Source: an optimization exercise on an open RTL-to-GDS flow (aim: small area). Production flows keep margins and buffers that such runs may drop.
The RTL was checked by simulation tests, not by an equivalence proof against the original design.
Power and IR drop assume default switching activity. No driver is modelled on the clock port, so clocking that relies on it looks cheaper here than on a real chip.

==> flow/design.v (excerpt) <==
module branch_predictor (
  input  logic        clk,
  input  logic        rst_n,
  input  logic [31:0] if_pc,
  output logic        pred_hit,
  output logic        pred_taken,
  output logic [31:0] pred_target,
  input  logic        upd_valid,
  input  logic [31:0] upd_pc,
  input  logic [2:0]  upd_branch_type,
  input  logic        upd_taken,
  input  logic [31:0] upd_target,
  input  logic        upd_pred_taken,
  input  logic [31:0] upd_pred_target,
  output logic        mispredict,
  output logic [31:0] redirect_pc,
  output logic [31:0] perf_branches,
  output logic [31:0] perf_mispredicts
);
Size: about 5,800 cells after synthesis, roughly 270 I/O pins.
==> module bp_wen, before the edit <==
module bp_wen (
  input  logic row,
  input  logic col,
  output logic y
);
  assign y = row & col;
endmodule
==> module branch_predictor, before the edit <==
module branch_predictor (
  input  logic        clk,
  input  logic        rst_n,
  input  logic [31:0] if_pc,
  output logic        pred_hit,
  output logic        pred_taken,
  output logic [31:0] pred_target,
  input  logic        upd_valid,
  input  logic [31:0] upd_pc,
  input  logic [2:0]  upd_branch_type,
  input  logic        upd_taken,
  input  logic [31:0] upd_target,
  input  logic        upd_pred_taken,
  input  logic [31:0] upd_pred_target,
  output logic        mispredict,
  output logic [31:0] redirect_pc,
  output logic [31:0] perf_branches,
  output logic [31:0] perf_mispredicts
);
  logic [63:0]    valid_q;
  logic [9:0]     tag_q    [64];
  logic [1:0]     cnt_q    [64];
  logic [31:0]    target_q [64];
  logic [31:0] perf_branches_q, perf_mispredicts_q;
  logic [5:0] look_idx, upd_idx;
  logic [9:0] look_tag, upd_tag;
  logic       upd_hit, upd_cond, upd_jump, wr_en, tgt_en;
  logic [1:0] cnt_nxt;
  assign look_idx = if_pc[7:2];
  assign look_tag = if_pc[17:8];
  assign upd_idx  = upd_pc[7:2];
  assign upd_tag  = upd_pc[17:8];
  logic [63:0] look_sel, upd_sel;
  for (genvar g = 0; g < 64; g++) begin : g_sel
    assign look_sel[g] = (look_idx == 6'(g));
    assign upd_sel[g]  = (upd_idx  == 6'(g));
  end
  logic        look_valid, upd_valid_e;
  logic [9:0]  look_tag_e, upd_tag_e;
  logic        look_cnt1;
  logic [1:0]  upd_cnt_e;
  logic [31:0] look_target;
  logic [63:0] col_tag [10];
  logic [63:0] col_cnt [2];
  logic [63:0] col_tgt [32];
  for (genvar g = 0; g < 64; g++) begin : g_col
    for (genvar b = 0; b < 10; b++) begin : g_t
      assign col_tag[b][g] = tag_q[g][b];
    end
    for (genvar b = 0; b < 2; b++) begin : g_c
      assign col_cnt[b][g] = cnt_q[g][b];
    end
    for (genvar b = 0; b < 32; b++) begin : g_x
      assign col_tgt[b][g] = target_q[g][b];
    end
  end
  bp_read64 u_look_valid (.d(valid_q), .sel(look_sel), .y(look_valid));
  bp_read64 u_upd_valid  (.d(valid_q), .sel(upd_sel),  .y(upd_valid_e));
  for (genvar b = 0; b < 10; b++) begin : g_rtag
    bp_read64 u_look (.d(col_tag[b]), .sel(look_sel), .y(look_tag_e[b]));
    bp_read64 u_upd  (.d(col_tag[b]), .sel(upd_sel),  .y(upd_tag_e[b]));
  end
  bp_read64 u_look_cnt (.d(col_cnt[1]), .sel(look_sel), .y(look_cnt1));
  for (genvar b = 0; b < 2; b++) begin : g_rcnt
    bp_read64 u_upd (.d(col_cnt[b]), .sel(upd_sel), .y(upd_cnt_e[b]));
  end
  for (genvar b = 0; b < 32; b++) begin : g_rtgt
    bp_read64 u_look (.d(col_tgt[b]), .sel(look_sel), .y(look_target[b]));
  end
  assign pred_hit    = look_valid && (look_tag_e == look_tag);
  assign pred_taken  = pred_hit && look_cnt1;
  assign pred_target = pred_hit ? look_target : if_pc + 32'd8;
  assign upd_hit  = upd_valid_e && (upd_tag_e == upd_tag);
  assign upd_cond = (upd_branch_type == bp_pkg::B_EQNE) || (upd_branch_type == bp_pkg::B_LTGE);
  assign upd_jump = (upd_branch_type == bp_pkg::B_JUMP) || (upd_branch_type == bp_pkg::B_JREG);
  assign wr_en    = upd_valid && (upd_cond || upd_jump) && (upd_hit || upd_taken);
  assign tgt_en   = upd_taken || upd_jump;
  sat_counter u_sat_counter (
    .cnt_i     (upd_cnt_e),
    .up        (upd_taken),
    .force_max (upd_jump),
    .init      (!upd_hit),
    .cnt_c     (cnt_nxt)
  );
  assign mispredict  = upd_valid && ((upd_taken != upd_pred_taken) ||
                                     (upd_taken && (upd_target != upd_pred_target)));
  assign redirect_pc = !upd_valid ? 32'd0 : (upd_taken ? upd_target : upd_pc + 32'd8);
  logic [7:0] wr_row, tgt_row, upd_col;
  for (genvar k = 0; k < 8; k++) begin : g_dec
    assign wr_row[k]  = wr_en && (upd_idx[5:3] == 3'(k));
    assign tgt_row[k] = wr_en && tgt_en && (upd_idx[5:3] == 3'(k));
    assign upd_col[k] = (upd_idx[2:0] == 3'(k));
  end
  for (genvar g = 0; g < 64; g++) begin : g_entry
    logic e_wr, e_t0, e_t1;
    bp_wen u_wen  (.row(wr_row[g/8]),  .col(upd_col[g%8]), .y(e_wr));
    bp_wen u_ten0 (.row(tgt_row[g/8]), .col(upd_col[g%8]), .y(e_t0));
    bp_wen u_ten1 (.row(tgt_row[g/8]), .col(upd_col[g%8]), .y(e_t1));
    always_ff @(posedge clk) begin
      if (!rst_n)    valid_q[g] <= 1'b0;
      else if (e_wr) valid_q[g] <= 1'b1;
    end
    always_ff @(posedge clk) begin
      if (e_wr) begin
        tag_q[g] <= upd_tag;
        cnt_q[g] <= cnt_nxt;
      end
      if (e_t0) target_q[g][15:0]  <= upd_target[15:0];
      if (e_t1) target_q[g][31:16] <= upd_target[31:16];
    end
  end
  always_ff @(posedge clk) begin
    if (!rst_n) begin
      perf_branches_q    <= '0;
      perf_mispredicts_q <= '0;
    end else begin
      if (upd_valid)  perf_branches_q    <= perf_branches_q + 32'd1;
      if (mispredict) perf_mispredicts_q <= perf_mispredicts_q + 32'd1;
    end
  end
  assign perf_branches    = perf_branches_q;
  assign perf_mispredicts = perf_mispredicts_q;
endmodule
export LEC_CHECK = 0
export CAP_MARGIN = 20
export CORE_MARGIN = 2
export CORE_UTILIZATION = 50
export CTS_BUF_LIST = sky130_fd_sc_hd__clkbuf_16
export CTS_CLUSTER_DIAMETER = 100
export CTS_CLUSTER_SIZE = 30
export SLEW_MARGIN = 20
export SYNTH_HIERARCHICAL = 1
create_clock -name core_clock -period 12.0 [get_ports {clk}]
standard.sh (not shown) runs the stock make flow with config.mk's settings and CLKGATE_MAP_FILE= SYNTH_SCRIPT=/design/flow/synth_recipe.tcl, a recipe that flattens the netlist after the stock synthesis.
==> flow/flow/run.sh <==
#!/bin/bash
# Layout flow: the standard ORFS flow, with two changes to what it places:
# ports are buffered with the smallest buffer, and clock tree synthesis adds
# no dummy loads. Synthesis, floorplan, power grid and taps are the standard ones.
set -euo pipefail
export BUFFER_PORTS_ARGS="-buffer_cell sky130_fd_sc_hd__buf_1"
export CTS_ARGS="-sink_clustering_enable -repair_clock_nets -sink_clustering_size 30 -sink_clustering_max_diameter 100 -buf_list sky130_fd_sc_hd__clkbuf_16 -dont_use_dummy_load"
bash standard.sh > flow_make.log 2>&1
Change:
--- a/flow/design.v
+++ b/flow/design.v
@@ -50,11 +50,4 @@
   bp_read1 u_last (.d(d[63]), .sel(sel[63]), .y_n(p_n[21]));
   bp_nand22 u_out (.a(p_n), .y(y));
-endmodule
-module bp_wen (
-  input  logic row,
-  input  logic col,
-  output logic y
-);
-  assign y = row & col;
 endmodule
 module branch_predictor (
@@ -145,15 +138,7 @@
                                      (upd_taken && (upd_target != upd_pred_target)));
   assign redirect_pc = !upd_valid ? 32'd0 : (upd_taken ? upd_target : upd_pc + 32'd8);
-  logic [7:0] wr_row, tgt_row, upd_col;
-  for (genvar k = 0; k < 8; k++) begin : g_dec
-    assign wr_row[k]  = wr_en && (upd_idx[5:3] == 3'(k));
-    assign tgt_row[k] = wr_en && tgt_en && (upd_idx[5:3] == 3'(k));
-    assign upd_col[k] = (upd_idx[2:0] == 3'(k));
-  end
   for (genvar g = 0; g < 64; g++) begin : g_entry
-    logic e_wr, e_t0, e_t1;
-    bp_wen u_wen  (.row(wr_row[g/8]),  .col(upd_col[g%8]), .y(e_wr));
-    bp_wen u_ten0 (.row(tgt_row[g/8]), .col(upd_col[g%8]), .y(e_t0));
-    bp_wen u_ten1 (.row(tgt_row[g/8]), .col(upd_col[g%8]), .y(e_t1));
+    logic e_wr;
+    assign e_wr = wr_en && upd_sel[g];
     always_ff @(posedge clk) begin
       if (!rst_n)    valid_q[g] <= 1'b0;
@@ -164,7 +149,6 @@
         tag_q[g] <= upd_tag;
         cnt_q[g] <= cnt_nxt;
+        if (tgt_en) target_q[g] <= upd_target;
       end
-      if (e_t0) target_q[g][15:0]  <= upd_target[15:0];
-      if (e_t1) target_q[g][31:16] <= upd_target[31:16];
     end
   end
After rerunning: The new run finished clean; final cell count rises slightly; wire length falls by a few percent; design area rises slightly; flip-flop and latch count stays the same; via count falls slightly; die area is about the same; total power barely changes; fmax is about the same; utilization rises by 0.82 points; first-iteration DRC count falls by a few percent; worst setup slack is better by 0.019 ns.

-- port drivers added, routing unchanged --
The results above use ideal ports. As a check the final layouts listed here were re-extracted and re-timed, cells and wires unchanged.
Step 1, drivers: a clkbuf_16 drives clk and a buf_2 each remaining input, both assumed.
Step 2 times the ports against the registers' clock, not the clock port: input delays grow and output delays shrink by t, the midpoint of the rising clock arrivals with the driver on.
a / b / c = ideal ports / drivers / drivers and shift; a / b = the first two.
| run | t (ns) | slack for setup (ns) | hold WS [ns] | cell pins on the clock port's net |
|---|---|---|---|---|
| the first run | 0.887 | 1.525 / 1.498 / 1.498 | 0.507 / 0.507 / 0.507 | 1 |
| the second run | 0.885 | 1.544 / 1.503 / 1.154 | 0.491 / 0.491 / 0.491 | 1 |
After both steps setup and hold are still met in every run listed. For the second run, which loses most, drivers alone change the setup slack by -0.041 ns; drivers and shift together by -0.390 ns.
